From an optimization exercise on the open Yosys and OpenROAD flow, aimed at a short achievable clock period and few clock cycles per item; shortcuts taken in it are not production practice. Where RTL was checked, it was by simulation tests only, not by an equivalence proof against the original. Only the layout flow was run in run 1; the RTL was not checked for function there.

==> flow/design.v, too long to show whole: its modules and the start of the top module <==
// module ssnr_ratio: 112 lines
// module ssnr_lead64: 37 lines
// module ssnr_sq32_s1: 1694 lines
// module ssnr_sq32_s2: 362 lines
// module ssnr_sq16: 434 lines
// module segmental_snr_meter: 327 lines
module segmental_snr_meter
#(
	parameter int MAX_FRAME_LENGTH = 4096
) (
	input  logic        clk,
	input  logic        arst_n,
	input  logic        s_axis_tvalid,
	output logic        s_axis_tready,
	input  logic [31:0] s_axis_tdata,   
	input  logic        s_axis_tlast,
	output logic        m_axis_tvalid,
	input  logic        m_axis_tready,
	output logic [31:0] m_axis_tdata,   
	output logic [1:0]  m_axis_tuser,   
	input  logic        cfg_valid,
	output logic        cfg_ready,
	input  logic [12:0] cfg_data
);
  // ...
==> flow/flow/run.sh <==
#!/bin/bash
# Layout: the standard flow (standard.sh) on the design's clock period and
# constraints, with the timing repair after placement, CTS and global routing aiming
# for 9.5 ns of setup slack (shortening every path longer than 3.5 ns) instead of the
# settings' at most 5 ns. ORFS's own logs stay in orfs/logs; standard.sh's output
# goes to standard.log.
set -euo pipefail
bash standard.sh SETUP_SLACK_MARGIN=9.5 finish > standard.log 2>&1
==> flow/standard.sh <==
#!/bin/bash
# synth_recipe.tcl (not shown) runs the flow's synth.tcl, then flattens the netlist and writes it again
# the make line also repeats each setting of config.mk as NAME=value (left out here)
make -C /OpenROAD-flow-scripts/flow DESIGN_CONFIG=/design/flow/config.mk WORK_HOME=/design/flow/orfs CLKGATE_MAP_FILE= SYNTH_SCRIPT=/design/flow/synth_recipe.tcl "${@:-finish}"
==> flow/config.mk <==
export PLATFORM = sky130hd
export DESIGN_NAME = segmental_snr_meter
export DESIGN_NICKNAME = segmental_snr_meter
export VERILOG_FILES = /design/flow/design.v
export SDC_FILE = /design/flow/constraint.sdc
export NUM_CORES = 4
export LEC_CHECK = 0
export ABC_CLOCK_PERIOD_IN_PS = 3500
export CAP_MARGIN = 20
export CORE_MARGIN = 2
export CORE_UTILIZATION = 40
export CTS_CLUSTER_DIAMETER = 150
export CTS_CLUSTER_SIZE = 20
export SLEW_MARGIN = 20
==> flow/constraint.sdc <==
create_clock -name core_clock -period 13.0 [get_ports {clk}]
set_input_delay 2.6000 -clock core_clock [delete_from_list [all_inputs] [get_ports {clk}]]
set_output_delay 2.6000 -clock core_clock [all_outputs]
set_load 0.01 [all_outputs]
==> notes.md, run 1 <==
- Seq/Total Area, Yosys: 38.26%
* Maximum clock path buffer count: 3
- The worst register-to-register path ends at u_ratio.r0_q[23].
* Antenna Diode Count: 6
- Number of H-tree branching levels: 3
* Status: no timing/DRC/antenna violations
* Number of cells upsized or downsized after cts: about 660
- Clock tree from TritonCTS: built
- STA puts the critical path data required time at around 10 ns.
- Classification of the worst-slack hold path: flip-flop to flip-flop
* Most instantiated library cell after synthesis: inv_1
* Global routing met2 resource utilization: a little under two fifths
- At the later pin of the worst-skew pair, clock insertion delay measures between 0.7 and 0.8 ns.
- Measured against its own limit, the worst slew margin works out to about a quarter.
- The filler cells instantiated in the layout total 25190.
- Counting both buffers and inverters, the worst setup path holds a total of 1.
* Number of antenna violations at the first check in global routing: 5
- The worst path meets setup with 9.043 ns of slack.
* Post-Synth XOR/XNOR Area: under 10%
- Hold slack final: around 0.33 ns
* Non-Clock Buffer Area Fraction: 4.329%
* Starting DRT DRC Count: around 6600
* Largest register FFs: between 150 and 200
- For this run, global-route usage on met3 was measured as approximately 2.1%.
- Total routing usage reported by global routing: around 22%
- Largest family of logic cells by synthesized area: adder cells
* Clock buffers and inverters, area share: between 2 and 2.5%
* Residual DRC: 0
- Stage delay of the slowest cell on the critical path: between 0.4 and 0.5 ns
- Synth Net Count: roughly 12000
- For hold timing, the worst endpoint is c_se[0].
* Most instantiated cells after synthesis: inv_1 (990), nand2_1 (926), nor2_1 (781)
* Maximum fanout along the worst path: 2
- Number of nets in the layout: around 12000
- For this floorplan the total number of well-tap instances is about 3600.
* Instance count on the critical path: 1
* Highest-utilization routing layer at the global route stage: met2
- Using the TritonRoute via totals, the vias-per-cell ratio works out to between 5 and 6.
- Number of buffers created by CTS: 95
==> module ssnr_ratio, before the edit <==
module ssnr_ratio (
	input  logic        clk,
	input  logic        arst_n,
	input  logic        start,
	input  logic [63:0] a,
	input  logic [63:0] b,
	input  logic [6:0]  la,      
	input  logic [6:0]  lb,
	output logic        busy,
	output logic        taken,
	output logic        neg,
	output logic [16:0] mag,
	output logic        special
);
	logic [5:0]  cnt_q;
	logic [5:0]  ka_q, kb_q;
	logic        za_q, zb_q;
	logic [15:0] fa_q, fb_q;
	logic [31:0] r0_q;
	logic [21:0] ad_q;
	logic        nd_q;
	logic [41:0] cs0_q, cs1_q;
	assign taken = busy && (cnt_q == 6'd1);
	logic [63:0] nsh;
	logic [31:0] mant;
	assign nsh  = (cnt_q == 6'd0 ? a : b) << (cnt_q == 6'd0 ? ~ka_q : ~kb_q);
	assign mant = nsh[63:32];
	logic [176:0] st_d, st_q;
	logic [63:0]  row0, row1, prod;
	logic [31:0]  m_next;
	logic         sq_bit;
	ssnr_sq32_s1 u_s1 (.m(r0_q), .st(st_d));
	ssnr_sq32_s2 u_s2 (.st(st_q), .r0(row0), .r1(row1));
	assign prod   = row0 + row1;
	assign sq_bit = prod[63];
	assign m_next = sq_bit ? prod[63:32] : prod[62:31];
	function automatic logic [83:0] csa(input logic [41:0] x, input logic [41:0] y,
			input logic [41:0] z);
		logic [41:0] mj;
		mj  = (x & y) | (x & z) | (y & z);
		csa = {x ^ y ^ z, mj[40:0], 1'b0};
	endfunction
	logic [22:0] dd;
	assign dd = {1'b0, ka_q, fa_q} - {1'b0, kb_q, fb_q};
	logic [41:0] rw0, rw1, rw2, rw3, rw4, rw5, rw6, rw7;
	logic [41:0] s1, c1, s2, c2, s3, c3, s4, c4, s5, c5, s6, c6;
	always_comb begin
		rw0 = 42'(ad_q) << 17;
		rw1 = 42'(ad_q) << 16;
		rw2 = 42'(ad_q) << 9;
		rw3 = 42'(ad_q) << 7;
		rw4 = 42'(ad_q) << 5;
		rw5 = 42'(ad_q) << 1;
		rw6 = 42'(ad_q);
		rw7 = 42'd1 << 23;
		{s1, c1} = csa(rw0, rw1, rw2);
		{s2, c2} = csa(rw3, rw4, rw5);
		{s3, c3} = csa(s1, c1, s2);
		{s4, c4} = csa(c2, rw6, rw7);
		{s5, c5} = csa(s3, c3, s4);
		{s6, c6} = csa(s5, c5, c4);
	end
	logic [41:0] qsum;
	assign qsum = cs0_q + cs1_q;
	always_ff @(posedge clk or negedge arst_n) begin
		if (!arst_n) begin
			busy  <= 1'b0;
			cnt_q <= '0;
		end else if (start && !busy) begin
			busy  <= 1'b1;
			cnt_q <= '0;
		end else if (busy) begin
			cnt_q <= cnt_q + 6'd1;
			if (cnt_q == 6'd36) busy <= 1'b0;
		end
	end
	always_ff @(posedge clk) begin
		if (start && !busy) begin
			za_q <= !la[6];
			zb_q <= !lb[6];
			ka_q <= la[5:0];
			kb_q <= lb[5:0];
		end
		if (busy && cnt_q <= 6'd1) r0_q <= mant;
		else r0_q <= m_next;
		st_q <= st_d;
		if (busy && cnt_q >= 6'd2 && cnt_q <= 6'd33) begin
			if (!cnt_q[0]) fa_q <= {fa_q[14:0], sq_bit};
			else fb_q <= {fb_q[14:0], sq_bit};
		end
		nd_q  <= dd[22];
		ad_q  <= dd[22] ? 22'(-dd) : 22'(dd);
		cs0_q <= s6;
		cs1_q <= c6;
		if (busy && cnt_q == 6'd36) begin
			special <= za_q || zb_q;
			if (za_q && zb_q) begin
				neg <= 1'b0;
				mag <= 17'd0;
			end else if (zb_q) begin
				neg <= 1'b0;
				mag <= 17'd32767;
			end else if (za_q) begin
				neg <= 1'b1;
				mag <= 17'd32768;
			end else begin
				neg <= nd_q;
				mag <= qsum[40:24];
			end
		end
	end
endmodule
==> module segmental_snr_meter, before the edit <==
module segmental_snr_meter
#(
	parameter int MAX_FRAME_LENGTH = 4096
) (
	input  logic        clk,
	input  logic        arst_n,
	input  logic        s_axis_tvalid,
	output logic        s_axis_tready,
	input  logic [31:0] s_axis_tdata,   
	input  logic        s_axis_tlast,
	output logic        m_axis_tvalid,
	input  logic        m_axis_tready,
	output logic [31:0] m_axis_tdata,   
	output logic [1:0]  m_axis_tuser,   
	input  logic        cfg_valid,
	output logic        cfg_ready,
	input  logic [12:0] cfg_data
);
	logic [12:0] cfg_q, len_q, pos_q;
	logic [1:0]  cfg_hold_q;
	logic        cfg_rdy_q, rdy_q, cn_q;
	logic        acc, fres, tres, fpop, tpop;
	logic [1:0]  resf_q, rest_q, resf_d, rest_d;
	assign cfg_ready     = cfg_rdy_q;
	assign s_axis_tready = rdy_q;
	assign acc  = s_axis_tvalid && rdy_q;
	assign fres = acc && (cn_q || s_axis_tlast);
	assign tres = acc && s_axis_tlast;
	always_comb begin
		resf_d = resf_q + {1'b0, fres} - {1'b0, fpop};
		rest_d = rest_q + {1'b0, tres} - {1'b0, tpop};
	end
	always_ff @(posedge clk or negedge arst_n) begin
		if (!arst_n) begin
			cfg_rdy_q  <= 1'b0;
			cfg_hold_q <= 2'd0;
			len_q      <= 13'(ssnr_pkg::FrameLenReset);
			pos_q      <= '0;
			cn_q       <= 1'b0;
			rdy_q      <= 1'b0;
			resf_q     <= '0;
			rest_q     <= '0;
		end else begin
			cfg_rdy_q <= 1'b1;
			if (cfg_valid && cfg_rdy_q) begin
				cfg_q      <= cfg_data;
				cfg_hold_q <= 2'd2;
			end else if (cfg_hold_q != 2'd0) begin
				cfg_hold_q <= cfg_hold_q - 2'd1;
			end
			if (cfg_hold_q == 2'd2) begin
				if (cfg_q == 13'd0) len_q <= 13'd1;
				else if (cfg_q > 13'(MAX_FRAME_LENGTH)) len_q <= 13'(MAX_FRAME_LENGTH);
				else len_q <= cfg_q;
			end
			if (acc) begin
				if (cn_q || s_axis_tlast) begin
					pos_q <= '0;
					cn_q  <= (len_q == 13'd1);
				end else begin
					pos_q <= pos_q + 13'd1;
					cn_q  <= ({1'b0, pos_q} + 14'd2 >= {1'b0, len_q});
				end
			end else begin
				cn_q <= ({1'b0, pos_q} + 14'd1 >= {1'b0, len_q});
			end
			resf_q <= resf_d;
			rest_q <= rest_d;
			rdy_q  <= (resf_d <= 2'd1) && (rest_d <= 2'd1)
				&& !(cfg_valid && cfg_rdy_q) && (cfg_hold_q != 2'd2);
		end
	end
	logic        i_v, a_v, b_v, c_v;
	logic        i_close, i_last, a_close, a_last, b_close, b_last, c_close, c_last;
	logic [15:0] i_x, i_y, a_ux, a_ue;
	logic [31:0] b_x0, b_x1, b_e0, b_e1, sqx0, sqx1, sqe0, sqe1;
	logic [31:0] c_sx, c_se;
	logic [16:0] i_e;
	assign i_e = {i_x[15], i_x} - {i_y[15], i_y};
	ssnr_sq16 u_sqx (.m(a_ux), .r0(sqx0), .r1(sqx1));
	ssnr_sq16 u_sqe (.m(a_ue), .r0(sqe0), .r1(sqe1));
	always_ff @(posedge clk or negedge arst_n) begin
		if (!arst_n) begin
			i_v <= 1'b0;
			a_v <= 1'b0;
			b_v <= 1'b0;
			c_v <= 1'b0;
		end else begin
			i_v <= acc;
			a_v <= i_v;
			b_v <= a_v;
			c_v <= b_v;
		end
	end
	always_ff @(posedge clk) begin
		i_x     <= s_axis_tdata[15:0];
		i_y     <= s_axis_tdata[31:16];
		i_last  <= s_axis_tlast;
		i_close <= cn_q;
		a_close <= i_close;
		a_last  <= i_last;
		a_ux    <= i_x[15] ? 16'(-i_x) : i_x;
		a_ue    <= i_e[16] ? 16'(-i_e) : i_e[15:0];
		b_close <= a_close;
		b_last  <= a_last;
		b_x0    <= sqx0;
		b_x1    <= sqx1;
		b_e0    <= sqe0;
		b_e1    <= sqe1;
		c_close <= b_close;
		c_last  <= b_last;
		c_sx    <= b_x0 + b_x1;
		c_se    <= b_e0 + b_e1;
	end
	logic [31:0] fs_lo, fe_lo, ts_lo, te_lo;
	logic [11:0] fs_hi, fe_hi, fs_hp, fe_hp;
	logic [31:0] ts_hi, te_hi, ts_hp, te_hp;
	logic        ts_sat, te_sat, ts_max, te_max;
	logic [32:0] fs_ls, fe_ls, ts_ls, te_ls;
	logic [11:0] fs_hn, fe_hn;
	logic [31:0] ts_hn, te_hn;
	logic        ts_satn, te_satn;
	assign fs_ls   = {1'b0, fs_lo} + {1'b0, c_sx};
	assign fe_ls   = {1'b0, fe_lo} + {1'b0, c_se};
	assign ts_ls   = {1'b0, ts_lo} + {1'b0, c_sx};
	assign te_ls   = {1'b0, te_lo} + {1'b0, c_se};
	assign fs_hn   = fs_ls[32] ? fs_hp : fs_hi;
	assign fe_hn   = fe_ls[32] ? fe_hp : fe_hi;
	assign ts_hn   = ts_ls[32] ? ts_hp : ts_hi;
	assign te_hn   = te_ls[32] ? te_hp : te_hi;
	assign ts_satn = ts_sat || (ts_ls[32] && ts_max);
	assign te_satn = te_sat || (te_ls[32] && te_max);
	logic [89:0]  fq0, fq1, fnew;
	logic [129:0] tq0, tq1, tnew;
	logic [1:0]   fq_n, tq_n;
	logic         fpush, tpush;
	assign fpush = c_v && (c_close || c_last);
	assign tpush = c_v && c_last;
	assign fnew  = {c_close, c_last, fs_hn, fs_ls[31:0], fe_hn, fe_ls[31:0]};
	assign tnew  = {ts_satn, te_satn, ts_hn, ts_ls[31:0], te_hn, te_ls[31:0]};
	always_ff @(posedge clk or negedge arst_n) begin
		if (!arst_n) begin
			fs_lo <= '0; fe_lo <= '0; ts_lo <= '0; te_lo <= '0;
			fs_hi <= '0; fe_hi <= '0; ts_hi <= '0; te_hi <= '0;
			fs_hp <= 12'd1; fe_hp <= 12'd1; ts_hp <= 32'd1; te_hp <= 32'd1;
			ts_max <= 1'b0; te_max <= 1'b0;
			ts_sat <= 1'b0; te_sat <= 1'b0;
		end else if (c_v) begin
			if (c_close || c_last) begin
				fs_lo <= '0; fe_lo <= '0;
				fs_hi <= '0; fe_hi <= '0;
				fs_hp <= 12'd1; fe_hp <= 12'd1;
			end else begin
				fs_lo <= fs_ls[31:0]; fe_lo <= fe_ls[31:0];
				fs_hi <= fs_hn; fe_hi <= fe_hn;
				if (fs_ls[32]) fs_hp <= fs_hp + 12'd1;
				if (fe_ls[32]) fe_hp <= fe_hp + 12'd1;
			end
			if (c_last) begin
				ts_lo <= '0; te_lo <= '0;
				ts_hi <= '0; te_hi <= '0;
				ts_hp <= 32'd1; te_hp <= 32'd1;
				ts_max <= 1'b0; te_max <= 1'b0;
				ts_sat <= 1'b0; te_sat <= 1'b0;
			end else begin
				ts_lo <= ts_ls[31:0]; te_lo <= te_ls[31:0];
				ts_hi <= ts_hn; te_hi <= te_hn;
				if (ts_ls[32]) begin
					ts_hp  <= ts_hp + 32'd1;
					ts_max <= (&ts_hp);
				end
				if (te_ls[32]) begin
					te_hp  <= te_hp + 32'd1;
					te_max <= (&te_hp);
				end
				ts_sat <= ts_satn; te_sat <= te_satn;
			end
		end
	end
	always_ff @(posedge clk or negedge arst_n) begin
		if (!arst_n) begin
			fq_n <= '0;
			tq_n <= '0;
		end else begin
			fq_n <= fq_n + {1'b0, fpush} - {1'b0, fpop};
			tq_n <= tq_n + {1'b0, tpush} - {1'b0, tpop};
		end
	end
	always_ff @(posedge clk) begin
		if (fpop) fq0 <= (fpush && fq_n == 2'd1) ? fnew : fq1;
		else if (fpush && fq_n == 2'd0) fq0 <= fnew;
		if (fpush && (fq_n - {1'b0, fpop}) == 2'd1) fq1 <= fnew;
		if (tpop) tq0 <= (tpush && tq_n == 2'd1) ? tnew : tq1;
		else if (tpush && tq_n == 2'd0) tq0 <= tnew;
		if (tpush && (tq_n - {1'b0, tpop}) == 2'd1) tq1 <= tnew;
	end
	typedef enum logic [2:0] {E_IDLE, E_FR, E_ACC, E_EOS, E_TOT} e_state_t;
	e_state_t est_q;
	logic        fq_ne, tq_ne, cur_eos_q, tot_q;
	logic        r_start, r_busy, r_taken, r_neg, r_spec, r_tot;
	logic [16:0] r_mag;
	logic [63:0] r_a, r_b;
	logic [47:0] dsum_q;
	logic [31:0] nfr_q;
	logic        fsat_q;
	logic [48:0] s49_q;
	logic [4:0]  dv_cnt_q;
	logic        dv_neg_q, dv_big_q;
	logic [32:0] dv_rem_q;
	logic [33:0] dv_trial;
	logic        out_fire;
	logic        pend_q;
	assign fq_ne = (fq_n != 2'd0);
	assign tq_ne = (tq_n != 2'd0);
	assign r_tot = tot_q;
	assign r_start = ((est_q == E_IDLE) && fq_ne && fq0[89]) || ((est_q == E_EOS) && tq_ne);
	logic [6:0]  lfa, lfb, lta, ltb, r_la, r_lb;
	logic [63:0] tsv, tev;
	logic [6:0]  lta0, ltb0;
	assign tsv  = tq0[129] ? '1 : tq0[127:64];
	assign tev  = tq0[128] ? '1 : tq0[63:0];
	ssnr_lead64 u_lfa (.v({20'd0, fq0[87:44]}), .l(lfa));
	ssnr_lead64 u_lfb (.v({20'd0, fq0[43:0]}), .l(lfb));
	ssnr_lead64 u_lta (.v(tq0[127:64]), .l(lta0));
	ssnr_lead64 u_ltb (.v(tq0[63:0]), .l(ltb0));
	assign lta  = tq0[129] ? 7'h7F : lta0;
	assign ltb  = tq0[128] ? 7'h7F : ltb0;
	assign r_la = r_tot ? lta : lfa;
	assign r_lb = r_tot ? ltb : lfb;
	assign r_a  = r_tot ? tsv : {20'd0, fq0[87:44]};
	assign r_b  = r_tot ? tev : {20'd0, fq0[43:0]};
	ssnr_ratio u_ratio (
		.clk(clk), .arst_n(arst_n), .start(r_start), .a(r_a), .b(r_b), .la(r_la), .lb(r_lb),
		.busy(r_busy), .taken(r_taken), .neg(r_neg), .mag(r_mag), .special(r_spec)
	);
	assign fpop     = ((est_q == E_IDLE) && fq_ne && !fq0[89]) || ((est_q == E_FR) && r_taken);
	assign out_fire = (est_q == E_TOT) && !r_busy && (dv_cnt_q == 5'd0) && !m_axis_tvalid && !pend_q;
	assign tpop     = (est_q == E_TOT) && r_taken;
	assign dv_trial = {dv_rem_q, dsum_q[16]} - {2'd0, nfr_q};
	always_ff @(posedge clk or negedge arst_n) begin
		if (!arst_n) begin
			est_q     <= E_IDLE;
			cur_eos_q <= 1'b0;
			tot_q     <= 1'b0;
			dsum_q    <= '0;
			nfr_q     <= '0;
			fsat_q    <= 1'b0;
			dv_cnt_q  <= '0;
		end else begin
			if ((est_q == E_IDLE && fq_ne && !fq0[89]) || (est_q == E_ACC && cur_eos_q)) tot_q <= 1'b1;
			else if (out_fire) tot_q <= 1'b0;
			unique case (est_q)
				E_IDLE: if (fq_ne) begin
					cur_eos_q <= fq0[88];
					est_q     <= fq0[89] ? E_FR : E_EOS;
				end
				E_FR: if (!r_busy) begin
					fsat_q    <= fsat_q || r_spec;
					est_q     <= E_ACC;
				end
				E_ACC: begin
					if (s49_q[48] != s49_q[47])
						dsum_q <= s49_q[48] ? 48'h800000000000 : 48'h7FFFFFFFFFFF;
					else
						dsum_q <= s49_q[47:0];
					if (nfr_q != '1) nfr_q <= nfr_q + 32'd1;
					est_q <= cur_eos_q ? E_EOS : E_IDLE;
				end
				E_EOS: if (tq_ne) begin
					dv_cnt_q <= 5'd1;
					est_q    <= E_TOT;
				end
				E_TOT: if (out_fire) begin
					dsum_q <= '0;
					nfr_q  <= '0;
					fsat_q <= 1'b0;
					est_q  <= E_IDLE;
				end
				default: est_q <= E_IDLE;
			endcase
			if (dv_cnt_q != 5'd0) begin
				dv_cnt_q <= (dv_cnt_q == 5'd20) ? 5'd0 : dv_cnt_q + 5'd1;
				case (dv_cnt_q)
					5'd1: dsum_q <= dsum_q[47] ? 48'(-dsum_q) : dsum_q;
					5'd2: dsum_q <= dsum_q + {17'd0, nfr_q[31:1]};
					5'd3: ;
					default: dsum_q[16:0] <= {dsum_q[15:0], !dv_trial[33]};
				endcase
			end
		end
	end
	always_ff @(posedge clk) begin
		s49_q <= {dsum_q[47], dsum_q} + ({32'd0, r_mag} ^ {49{r_neg}}) + {48'd0, r_neg};
		if (dv_cnt_q == 5'd1) dv_neg_q <= dsum_q[47];
		if (dv_cnt_q == 5'd3) begin
			dv_big_q <= {1'b0, dsum_q} >= {nfr_q, 17'd0};
			dv_rem_q <= {2'd0, dsum_q[47:17]};
		end else if (dv_cnt_q >= 5'd4) begin
			if (!dv_trial[33]) dv_rem_q <= dv_trial[32:0];
			else dv_rem_q <= {dv_rem_q[31:0], dsum_q[16]};
		end
	end
	logic [15:0] seg, snr;
	always_comb begin
		if (nfr_q == '0) seg = 16'd0;
		else if (!dv_neg_q) seg = (dv_big_q || dsum_q[16:0] > 17'd32767) ? 16'h7FFF : dsum_q[15:0];
		else seg = (dv_big_q || dsum_q[16:0] > 17'd32768) ? 16'h8000 : 16'(-dsum_q[15:0]);
		if (!r_neg) snr = (r_mag > 17'd32767) ? 16'h7FFF : r_mag[15:0];
		else snr = (r_mag > 17'd32768) ? 16'h8000 : 16'(-r_mag[15:0]);
	end
	logic [33:0] res_q;
	always_ff @(posedge clk or negedge arst_n) begin
		if (!arst_n) begin
			pend_q        <= 1'b0;
			m_axis_tvalid <= 1'b0;
		end else begin
			pend_q <= out_fire;
			if (pend_q) m_axis_tvalid <= 1'b1;
			else if (m_axis_tready) m_axis_tvalid <= 1'b0;
		end
	end
	always_ff @(posedge clk) begin
		if (out_fire) res_q <= {fsat_q || r_spec, nfr_q != '0, seg, snr};
		m_axis_tdata <= res_q[31:0];
		m_axis_tuser <= res_q[33:32];
	end
endmodule
==> run 2: changes to the inputs <==
--- a/flow/design.v
+++ b/flow/design.v
@@ -11,4 +11,2 @@
 	input  logic [63:0] b,
-	input  logic [6:0]  la,      
-	input  logic [6:0]  lb,
 	output logic        busy,
@@ -27,3 +25,44 @@
 	logic [41:0] cs0_q, cs1_q;
+	function automatic logic [6:0] lead64(input logic [63:0] v);
+		logic [63:0] any0;
+		logic [31:0] any1;
+		logic [31:0] ix1;
+		logic [15:0] any2;
+		logic [31:0] ix2;
+		logic [7:0]  any3;
+		logic [23:0] ix3;
+		logic [3:0]  any4;
+		logic [15:0] ix4;
+		logic [1:0]  any5;
+		logic [9:0]  ix5;
+		logic        any6;
+		logic [5:0]  ix6;
+		for (int i = 0; i < 32; i++) begin
+			any1[i] = v[2*i+1] | v[2*i];
+			ix1[i]  = v[2*i+1];
+		end
+		for (int i = 0; i < 16; i++) begin
+			any2[i] = any1[2*i+1] | any1[2*i];
+			ix2[2*i+:2] = any1[2*i+1] ? {1'b1, ix1[2*i+1]} : {1'b0, ix1[2*i]};
+		end
+		for (int i = 0; i < 8; i++) begin
+			any3[i] = any2[2*i+1] | any2[2*i];
+			ix3[3*i+:3] = any2[2*i+1] ? {1'b1, ix2[2*(2*i+1)+:2]} : {1'b0, ix2[2*(2*i)+:2]};
+		end
+		for (int i = 0; i < 4; i++) begin
+			any4[i] = any3[2*i+1] | any3[2*i];
+			ix4[4*i+:4] = any3[2*i+1] ? {1'b1, ix3[3*(2*i+1)+:3]} : {1'b0, ix3[3*(2*i)+:3]};
+		end
+		for (int i = 0; i < 2; i++) begin
+			any5[i] = any4[2*i+1] | any4[2*i];
+			ix5[5*i+:5] = any4[2*i+1] ? {1'b1, ix4[4*(2*i+1)+:4]} : {1'b0, ix4[4*(2*i)+:4]};
+		end
+		any6 = any5[1] | any5[0];
+		ix6  = any5[1] ? {1'b1, ix5[9:5]} : {1'b0, ix5[4:0]};
+		lead64 = {any6, ix6};
+	endfunction
 	assign taken = busy && (cnt_q == 6'd1);
+	logic [6:0] la7, lb7;
+	assign la7 = lead64(a);
+	assign lb7 = lead64(b);
 	logic [63:0] nsh;
@@ -83,6 +122,6 @@
 		if (start && !busy) begin
-			za_q <= !la[6];
-			zb_q <= !lb[6];
-			ka_q <= la[5:0];
-			kb_q <= lb[5:0];
+			za_q <= !la7[6];
+			zb_q <= !lb7[6];
+			ka_q <= la7[5:0];
+			kb_q <= lb7[5:0];
 		end
@@ -117,39 +156,2 @@
 endmodule
-module ssnr_lead64 (
-	input  logic [63:0] v,
-	output logic [6:0]  l
-);
-	logic [31:0] any1, ix1;
-	logic [15:0] any2;
-	logic [31:0] ix2;
-	logic [7:0]  any3;
-	logic [23:0] ix3;
-	logic [3:0]  any4;
-	logic [15:0] ix4;
-	logic [1:0]  any5;
-	logic [9:0]  ix5;
-	always_comb begin
-		for (int i = 0; i < 32; i++) begin
-			any1[i] = v[2*i+1] | v[2*i];
-			ix1[i]  = v[2*i+1];
-		end
-		for (int i = 0; i < 16; i++) begin
-			any2[i] = any1[2*i+1] | any1[2*i];
-			ix2[2*i+:2] = any1[2*i+1] ? {1'b1, ix1[2*i+1]} : {1'b0, ix1[2*i]};
-		end
-		for (int i = 0; i < 8; i++) begin
-			any3[i] = any2[2*i+1] | any2[2*i];
-			ix3[3*i+:3] = any2[2*i+1] ? {1'b1, ix2[2*(2*i+1)+:2]} : {1'b0, ix2[2*(2*i)+:2]};
-		end
-		for (int i = 0; i < 4; i++) begin
-			any4[i] = any3[2*i+1] | any3[2*i];
-			ix4[4*i+:4] = any3[2*i+1] ? {1'b1, ix3[3*(2*i+1)+:3]} : {1'b0, ix3[3*(2*i)+:3]};
-		end
-		for (int i = 0; i < 2; i++) begin
-			any5[i] = any4[2*i+1] | any4[2*i];
-			ix5[5*i+:5] = any4[2*i+1] ? {1'b1, ix4[4*(2*i+1)+:4]} : {1'b0, ix4[4*(2*i)+:4]};
-		end
-		l = {any5[1] | any5[0], any5[1] ? {1'b1, ix5[9:5]} : {1'b0, ix5[4:0]}};
-	end
-endmodule
 module ssnr_sq32_s1 (
@@ -2759,64 +2761,37 @@
 	end
-	logic [31:0] fs_lo, fe_lo, ts_lo, te_lo;
-	logic [11:0] fs_hi, fe_hi, fs_hp, fe_hp;
-	logic [31:0] ts_hi, te_hi, ts_hp, te_hp;
-	logic        ts_sat, te_sat, ts_max, te_max;
-	logic [32:0] fs_ls, fe_ls, ts_ls, te_ls;
-	logic [11:0] fs_hn, fe_hn;
-	logic [31:0] ts_hn, te_hn;
-	logic        ts_satn, te_satn;
-	assign fs_ls   = {1'b0, fs_lo} + {1'b0, c_sx};
-	assign fe_ls   = {1'b0, fe_lo} + {1'b0, c_se};
-	assign ts_ls   = {1'b0, ts_lo} + {1'b0, c_sx};
-	assign te_ls   = {1'b0, te_lo} + {1'b0, c_se};
-	assign fs_hn   = fs_ls[32] ? fs_hp : fs_hi;
-	assign fe_hn   = fe_ls[32] ? fe_hp : fe_hi;
-	assign ts_hn   = ts_ls[32] ? ts_hp : ts_hi;
-	assign te_hn   = te_ls[32] ? te_hp : te_hi;
-	assign ts_satn = ts_sat || (ts_ls[32] && ts_max);
-	assign te_satn = te_sat || (te_ls[32] && te_max);
-	logic [89:0]  fq0, fq1, fnew;
-	logic [129:0] tq0, tq1, tnew;
-	logic [1:0]   fq_n, tq_n;
-	logic         fpush, tpush;
-	assign fpush = c_v && (c_close || c_last);
-	assign tpush = c_v && c_last;
-	assign fnew  = {c_close, c_last, fs_hn, fs_ls[31:0], fe_hn, fe_ls[31:0]};
-	assign tnew  = {ts_satn, te_satn, ts_hn, ts_ls[31:0], te_hn, te_ls[31:0]};
+	logic [43:0] fs_q, fe_q, fs_sum, fe_sum;
+	logic [63:0] ts_q, te_q, ts_sat, te_sat;
+	logic [64:0] ts_sum, te_sum;
+	assign fs_sum = fs_q + {12'd0, c_sx};
+	assign fe_sum = fe_q + {12'd0, c_se};
+	assign ts_sum = {1'b0, ts_q} + {33'd0, c_sx};
+	assign te_sum = {1'b0, te_q} + {33'd0, c_se};
+	assign ts_sat = ts_sum[64] ? '1 : ts_sum[63:0];
+	assign te_sat = te_sum[64] ? '1 : te_sum[63:0];
+	logic [89:0]  fq0, fq1, fhead;
+	logic [127:0] tq0, tq1, thead;
+	logic [1:0]   fq_w, fq_r, tq_w, tq_r;
+	assign fhead = fq_r[0] ? fq1 : fq0;
+	assign thead = tq_r[0] ? tq1 : tq0;
 	always_ff @(posedge clk or negedge arst_n) begin
 		if (!arst_n) begin
-			fs_lo <= '0; fe_lo <= '0; ts_lo <= '0; te_lo <= '0;
-			fs_hi <= '0; fe_hi <= '0; ts_hi <= '0; te_hi <= '0;
-			fs_hp <= 12'd1; fe_hp <= 12'd1; ts_hp <= 32'd1; te_hp <= 32'd1;
-			ts_max <= 1'b0; te_max <= 1'b0;
-			ts_sat <= 1'b0; te_sat <= 1'b0;
+			fs_q <= '0; fe_q <= '0; ts_q <= '0; te_q <= '0;
+			fq_w <= '0;
+			tq_w <= '0;
 		end else if (c_v) begin
 			if (c_close || c_last) begin
-				fs_lo <= '0; fe_lo <= '0;
-				fs_hi <= '0; fe_hi <= '0;
-				fs_hp <= 12'd1; fe_hp <= 12'd1;
+				fs_q <= '0;
+				fe_q <= '0;
+				fq_w <= fq_w + 2'd1;
 			end else begin
-				fs_lo <= fs_ls[31:0]; fe_lo <= fe_ls[31:0];
-				fs_hi <= fs_hn; fe_hi <= fe_hn;
-				if (fs_ls[32]) fs_hp <= fs_hp + 12'd1;
-				if (fe_ls[32]) fe_hp <= fe_hp + 12'd1;
+				fs_q <= fs_sum;
+				fe_q <= fe_sum;
 			end
 			if (c_last) begin
-				ts_lo <= '0; te_lo <= '0;
-				ts_hi <= '0; te_hi <= '0;
-				ts_hp <= 32'd1; te_hp <= 32'd1;
-				ts_max <= 1'b0; te_max <= 1'b0;
-				ts_sat <= 1'b0; te_sat <= 1'b0;
+				ts_q <= '0;
+				te_q <= '0;
+				tq_w <= tq_w + 2'd1;
 			end else begin
-				ts_lo <= ts_ls[31:0]; te_lo <= te_ls[31:0];
-				ts_hi <= ts_hn; te_hi <= te_hn;
-				if (ts_ls[32]) begin
-					ts_hp  <= ts_hp + 32'd1;
-					ts_max <= (&ts_hp);
-				end
-				if (te_ls[32]) begin
-					te_hp  <= te_hp + 32'd1;
-					te_max <= (&te_hp);
-				end
-				ts_sat <= ts_satn; te_sat <= te_satn;
+				ts_q <= ts_sat;
+				te_q <= te_sat;
 			end
@@ -2824,18 +2799,11 @@
 	end
-	always_ff @(posedge clk or negedge arst_n) begin
-		if (!arst_n) begin
-			fq_n <= '0;
-			tq_n <= '0;
-		end else begin
-			fq_n <= fq_n + {1'b0, fpush} - {1'b0, fpop};
-			tq_n <= tq_n + {1'b0, tpush} - {1'b0, tpop};
-		end
-	end
 	always_ff @(posedge clk) begin
-		if (fpop) fq0 <= (fpush && fq_n == 2'd1) ? fnew : fq1;
-		else if (fpush && fq_n == 2'd0) fq0 <= fnew;
-		if (fpush && (fq_n - {1'b0, fpop}) == 2'd1) fq1 <= fnew;
-		if (tpop) tq0 <= (tpush && tq_n == 2'd1) ? tnew : tq1;
-		else if (tpush && tq_n == 2'd0) tq0 <= tnew;
-		if (tpush && (tq_n - {1'b0, tpop}) == 2'd1) tq1 <= tnew;
+		if (c_v && (c_close || c_last)) begin
+			if (fq_w[0]) fq1 <= {c_close, c_last, fs_sum, fe_sum};
+			else fq0 <= {c_close, c_last, fs_sum, fe_sum};
+		end
+		if (c_v && c_last) begin
+			if (tq_w[0]) tq1 <= {ts_sat, te_sat};
+			else tq0 <= {ts_sat, te_sat};
+		end
 	end
@@ -2843,3 +2811,3 @@
 	e_state_t est_q;
-	logic        fq_ne, tq_ne, cur_eos_q, tot_q;
+	logic        fq_ne, tq_ne, cur_eos_q;
 	logic        r_start, r_busy, r_taken, r_neg, r_spec, r_tot;
@@ -2856,28 +2824,14 @@
 	logic        out_fire;
-	logic        pend_q;
-	assign fq_ne = (fq_n != 2'd0);
-	assign tq_ne = (tq_n != 2'd0);
-	assign r_tot = tot_q;
-	assign r_start = ((est_q == E_IDLE) && fq_ne && fq0[89]) || ((est_q == E_EOS) && tq_ne);
-	logic [6:0]  lfa, lfb, lta, ltb, r_la, r_lb;
-	logic [63:0] tsv, tev;
-	logic [6:0]  lta0, ltb0;
-	assign tsv  = tq0[129] ? '1 : tq0[127:64];
-	assign tev  = tq0[128] ? '1 : tq0[63:0];
-	ssnr_lead64 u_lfa (.v({20'd0, fq0[87:44]}), .l(lfa));
-	ssnr_lead64 u_lfb (.v({20'd0, fq0[43:0]}), .l(lfb));
-	ssnr_lead64 u_lta (.v(tq0[127:64]), .l(lta0));
-	ssnr_lead64 u_ltb (.v(tq0[63:0]), .l(ltb0));
-	assign lta  = tq0[129] ? 7'h7F : lta0;
-	assign ltb  = tq0[128] ? 7'h7F : ltb0;
-	assign r_la = r_tot ? lta : lfa;
-	assign r_lb = r_tot ? ltb : lfb;
-	assign r_a  = r_tot ? tsv : {20'd0, fq0[87:44]};
-	assign r_b  = r_tot ? tev : {20'd0, fq0[43:0]};
+	assign fq_ne = (fq_w != fq_r);
+	assign tq_ne = (tq_w != tq_r);
+	assign r_tot = (est_q == E_EOS) || (est_q == E_TOT);
+	assign r_a   = r_tot ? thead[127:64] : {20'd0, fhead[87:44]};
+	assign r_b   = r_tot ? thead[63:0] : {20'd0, fhead[43:0]};
+	assign r_start = ((est_q == E_IDLE) && fq_ne && fhead[89]) || ((est_q == E_EOS) && tq_ne);
 	ssnr_ratio u_ratio (
-		.clk(clk), .arst_n(arst_n), .start(r_start), .a(r_a), .b(r_b), .la(r_la), .lb(r_lb),
+		.clk(clk), .arst_n(arst_n), .start(r_start), .a(r_a), .b(r_b),
 		.busy(r_busy), .taken(r_taken), .neg(r_neg), .mag(r_mag), .special(r_spec)
 	);
-	assign fpop     = ((est_q == E_IDLE) && fq_ne && !fq0[89]) || ((est_q == E_FR) && r_taken);
-	assign out_fire = (est_q == E_TOT) && !r_busy && (dv_cnt_q == 5'd0) && !m_axis_tvalid && !pend_q;
+	assign fpop     = ((est_q == E_IDLE) && fq_ne && !fhead[89]) || ((est_q == E_FR) && r_taken);
+	assign out_fire = (est_q == E_TOT) && !r_busy && (dv_cnt_q == 5'd0) && !m_axis_tvalid;
 	assign tpop     = (est_q == E_TOT) && r_taken;
@@ -2887,4 +2841,5 @@
 			est_q     <= E_IDLE;
+			fq_r      <= '0;
+			tq_r      <= '0;
 			cur_eos_q <= 1'b0;
-			tot_q     <= 1'b0;
 			dsum_q    <= '0;
@@ -2894,8 +2849,8 @@
 		end else begin
-			if ((est_q == E_IDLE && fq_ne && !fq0[89]) || (est_q == E_ACC && cur_eos_q)) tot_q <= 1'b1;
-			else if (out_fire) tot_q <= 1'b0;
+			if (fpop) fq_r <= fq_r + 2'd1;
+			if (tpop) tq_r <= tq_r + 2'd1;
 			unique case (est_q)
 				E_IDLE: if (fq_ne) begin
-					cur_eos_q <= fq0[88];
-					est_q     <= fq0[89] ? E_FR : E_EOS;
+					cur_eos_q <= fhead[88];
+					est_q     <= fhead[89] ? E_FR : E_EOS;
 				end
@@ -2955,17 +2910,12 @@
 	end
-	logic [33:0] res_q;
 	always_ff @(posedge clk or negedge arst_n) begin
-		if (!arst_n) begin
-			pend_q        <= 1'b0;
-			m_axis_tvalid <= 1'b0;
-		end else begin
-			pend_q <= out_fire;
-			if (pend_q) m_axis_tvalid <= 1'b1;
-			else if (m_axis_tready) m_axis_tvalid <= 1'b0;
-		end
+		if (!arst_n) m_axis_tvalid <= 1'b0;
+		else if (out_fire) m_axis_tvalid <= 1'b1;
+		else if (m_axis_tready) m_axis_tvalid <= 1'b0;
 	end
 	always_ff @(posedge clk) begin
-		if (out_fire) res_q <= {fsat_q || r_spec, nfr_q != '0, seg, snr};
-		m_axis_tdata <= res_q[31:0];
-		m_axis_tuser <= res_q[33:32];
+		if (out_fire) begin
+			m_axis_tdata <= {seg, snr};
+			m_axis_tuser <= {fsat_q || r_spec, nfr_q != '0};
+		end
 	end
==> flow/flow/run.sh (replaced) <==
#!/bin/bash
# Layout: the standard flow (standard.sh) on the design's clock period and
# constraints, with the timing repair after placement, CTS and global routing aiming
# for 9 ns of setup slack (shortening every path longer than 4 ns) instead of the
# settings' at most 5 ns. ORFS's own logs stay in orfs/logs; standard.sh's output
# goes to standard.log.
set -euo pipefail
bash standard.sh SETUP_SLACK_MARGIN=9 finish > standard.log 2>&1
--- a/flow/config.mk
+++ b/flow/config.mk
@@ -11,4 +11,2 @@
 export CORE_UTILIZATION = 40
-export CTS_CLUSTER_DIAMETER = 150
-export CTS_CLUSTER_SIZE = 20
 export SLEW_MARGIN = 20
==> run 2 against run 1 <==
  * Still clean on timing, DRC and antenna
  * Utilization is 0.18 points lower
  * Worst hold slack hardly changed
  * Synthesized cell count is 2.8% lower
  * Flip-flop and latch count is 128 lower
  * Clock skew is 0.020 ns higher
  * Critical path depth stayed put
  * Die area is 3.2% lower
  * Worst setup slack worse by 0.12 ns
  * Critical path type unchanged
  * Critical endpoint is now m_axis_tdata[25]
==> notes.md, run 2 <==
* Status: no timing/DRC/antenna violations
- Crit. End Element: primary output
- Die boundary height: around 520 µm
- After clock tree synthesis, the clock-pin slew on the worst setup and hold paths is 0.06 ns.
- The number of slew-limit violations in the final report is 0.
- Period minus WS final: 4.079 ns
- Number of H-tree branching levels: 4 (+1)
* Synthesized area divided by synthesized cell count: a little under 10 µm²
- Clock root buffer master: clkbuf_16
- In the final timing run, aggregate negative setup slack is 0 ns.
- Commonest non-fill, non-tap cells in the layout: nand2_1 (886), inv_1 (872), ha_1 (671)
- Share of flip-flops with an asynchronous set or reset: about a quarter
* Total routing usage reported by global routing: 23.15% (+1.4 points)
- The final worst-path setup slack was 8.921 ns (-0.1216 ns).
- Pin count of the biggest net entering global routing: between 100 and 150
- The number of global-route vias before repair came to between 80000 and 90000.
* Most flops, register: u_ratio.st_q
* Later-pin clock latency in the skew report: 0.88 ns (+0.09 ns)
- Number of buffers created by CTS: 186 (+96%)
* Met2 layer wire length in the routed design: 151900 µm
- On the final layout, the worst clock skew is approximately 0.06 ns.
* Largest register FFs: 172 (unchanged)
- Layout-stage area growth over the synthesis result: 13.13%
* Commonest non-fill, non-tap cell in the layout: nand2_1
- Placed wire-length estimate after detailed placement: 224600 µm
* Ordered cell list for the critical path: buf_6
- For this run, the top clock speed supported by timing is ~0.25 GHz.
- Share of the clock period used by the worst path after layout: 31.38%
- Detailed-routing iteration count for the pre-antenna-repair pass: 8
- Core Rows: 188
* Data required time of the critical path: 10.40 ns (about the same)
- Number of antenna violations at the first check in global routing: 9 (+4)
- The stage delay of the slowest cell on the critical path is 0.44 ns (+0.02 ns).
* Clock tree from TritonCTS: built
- Total routed wirelength: between 300000 and 400000 µm
* Antenna Nets Post-Route: 0
* Via count: between 80000 and 90000
- The sequential cells in the finished layout cover a total of approximately 39000 µm².
* Maximum fanout along the worst path: 1 (-1)
- Data arrival at the endpoint of the critical path: ~1.5 ns
* Area of the core region: between 200000 and 300000 µm²
- Number of enable-type register cells in the synthesized netlist: 581
* Seq/Total Area, Yosys: 36.63% (-1.6 points)
- Number of inserted filler cells in the final layout: 24610 (-2.3%)
- Classification of the worst-slack hold path: flip-flop to flip-flop
* RSZ-0062 raised after global routing: yes
- The synthesized netlist occupies a cell area of 105200 µm².
- Count of buffering cells on the critical path with inverters included: 1 (unchanged)
- The largest individual stage delay along the critical path comes from the cell edfxtp_1.
- The total overflow left after global routing is 0.
* Synth Net Count: 12030 (-2.6%)
* Crit path kind: flip-flop to primary output
- Met3 routed wirelength: 18420 µm
- Starting DRT DRC Count: 6776 (+3.4%)
* Buffers added on ports: between 80 and 90
- The largest registers in the layout are u_ratio.st_q x172, tq0 x128, tq1 x128.
- DR vias/cell: 5.633 (+0.38%)
* Normalized max-slew margin: 24.16% (-0.80 points)
* Die Wd: about 520 µm
- Most used flip-flop cell after synthesis: dfxtp_1
- RePlAce Congestion: approximately 0.91
* Post-synthesis sequential element count: 1544
* Wire length on met1: 133700 µm
* Top Family by Delay on Critical Path: flip-flops
* Final Hold Vio Count: 0
- After synthesis, the cell types taking the most area are edfxtp_1 (17%), fa_1 (12%), dfxtp_1 (11%), dfrtp_1 (8.5%), ha_1 (8.1%).
- The biggest area contributor in the post-synthesis netlist is edfxtp_1.
- Starting Density: between 40 and 50%
- In this run the biggest area consumer among cell types represents 16.58% of the synthesized area.
- The first global-routing pass estimated 484200 µm of wire.
* Clock sink total: between 1500 and 2000
- In the final layout, the multi-input gates occupy ~63000 µm².
- Mapped Cells: between 10000 and 15000
* Most instantiated cells after synthesis: nand2_1 (924), inv_1 (879), ha_1 (683)
- At the pin with the least slew margin, the transition time is about 1.1 ns.
* Worst setup timing slack at the placement stage: roughly 7.2 ns
- Residual DRC: 0 (unchanged)
- Synthesis Warnings: 2
- Area enclosed by the die boundary: approximately 270000 µm²
- Most instantiated library cell after synthesis: nand2_1
- In the final layout, the share of cells above drive strength 1 is between 10% and 20%.
- The number of nets in the final layout was 12050 (-3.4%).
* DR WL/cell: 22.11 µm
- Setup violations, final: 0
* MaxCap Viol Count: 0
- Synthesis instantiated 105 different standard cells from the library.
- The maximum number of buffers from clock root to sink was 4 (+1).
* Top-level port count: 88
- The highest metal layer carrying signal wires in the routed design is met5.
* Element type at the critical path start: flip-flop
==> run 2: changes by cell type after synthesis, moves of 51 or more <==
cell | before | now
a211oi_1 | 52 | 103
a21oi_1 | 518 | 636
dfrtp_1 | 445 | 359
inv_1 | 990 | 879
mux2_2 | 176 | 68
mux2i_1 | 235 | 401
nand3_1 | 182 | 237
nor2_1 | 781 | 639
nor4_1 | 97 | 43
o22ai_1 | 125 | 29
o2bb2ai_1 | 150 | 6
==> run 2: path summary, 6_finish.rpt <==
kind,depth (start not counted),end,slack [ns],startpoint
max,1,m_axis_tdata[25],8.92,m_axis_tdata[25]
max in group asynchronous,3,ts_q[1],9.49,arst_n
min,0,b_last,0.33,a_last
min in group asynchronous,1,pos_q[9],1.67,arst_n
min reg2reg,0,b_last,0.33,a_last
max reg2reg,17,ts_q[13],8.96,ts_q[0]
==> run 2: area by class of cell <==
class | count | share of cell area [%]
diodes | 5 | 0.01051
clock buffers | 249 | 4.379
clock inverters | 85 | 0.6329
inverters | 890 | 2.845
multi-input cells | 7745 | 53.23
flip-flops and latches | 1544 | 32.42
well taps | 3515 | 3.695
repair buffers | 328 | 2.778
repair inverters | 2 | 0.01156
==> run 2: repair_timing <==
action / in CTS / in global routing
pin swaps: 22 / 88
resized for setup: 339 / 312
buffers inserted: 31 / 85
hold buffers: 0 / 0
gates cloned: 12 / 15
setup endpoints to repair: 619 / 528
==> run 2: cells by family after synthesis <==
family                     count (synthesis)  share of synthesized area, %
other                                      1                      0.003565
buffers and inverters                   1392                         5.088
and+or+nand+nor                         3040                         14.13
muxes                                    499                         5.186
adders and majority gates               1300                         19.86
DFF                                     1544                         36.63
AOI/OAI and AO/OA                       2306                         14.17
xor gates and xnor gates                 592                         4.929
==> run 2: per-stage QoR <==
step / cells / area [µm²] / utilization [%] / hold WS (ns)
floorplan: 10670 / 105300 / - / 0.3096
global placement: 13880 / 109500 / 41.79 / 0.3139
detailed placement: 13880 / 109500 / 41.80 / 0.3121
CTS: 14260 / 116700 / 44.52 / 0.3255
global route: 14360 / 119000 / 45.41 / 0.3320
finish: 14360 / 119000 / 45.42 / 0.3255
==> run 2: routing by layer <==
layer / global-route usage, % / vias up
li1: - / 37310
met1: 30.07 / 40260
met2: 38.74 / 2678
met3: 3.206 / 655
met4: 9.473 / 4
met5: 0 / -
Testbench counts of run 2, summed over its fixed seeds: cycles 38,540, pairs 38,086.

## what the ideal ports hide
How much do the figures lean on ideal ports? The routed layouts below were timed once more, with nothing changed but the port constraints. Step 1, drivers: a clkbuf_16 drives clk and a buf_2 each remaining input, both assumed. Step 2 moves the port delays by t, midway between the first and last clock arrival at a register: inputs arrive t later, outputs are due t later. That takes back most of the time a late clock gives input paths. Three values: no drivers, after step 1, after step 2; two values: the first two.
run	t, ns	setup WS [ns]	worst hold slack (ns)	clock arrival spread, ns	cell pins on the clock port's net
run 1	0.865	9.043 / 8.952 / 8.770	0.325 / 0.325 / 0.325	0.043 / 0.043	1
run 2	0.954	8.921 / 8.820 / 8.334	0.325 / 0.325 / 0.325	0.071 / 0.071	1
After both steps setup and hold are still met in every run listed. For run 2, which loses most, drivers alone change the setup slack by -0.101 ns; drivers and shift together by -0.587 ns.
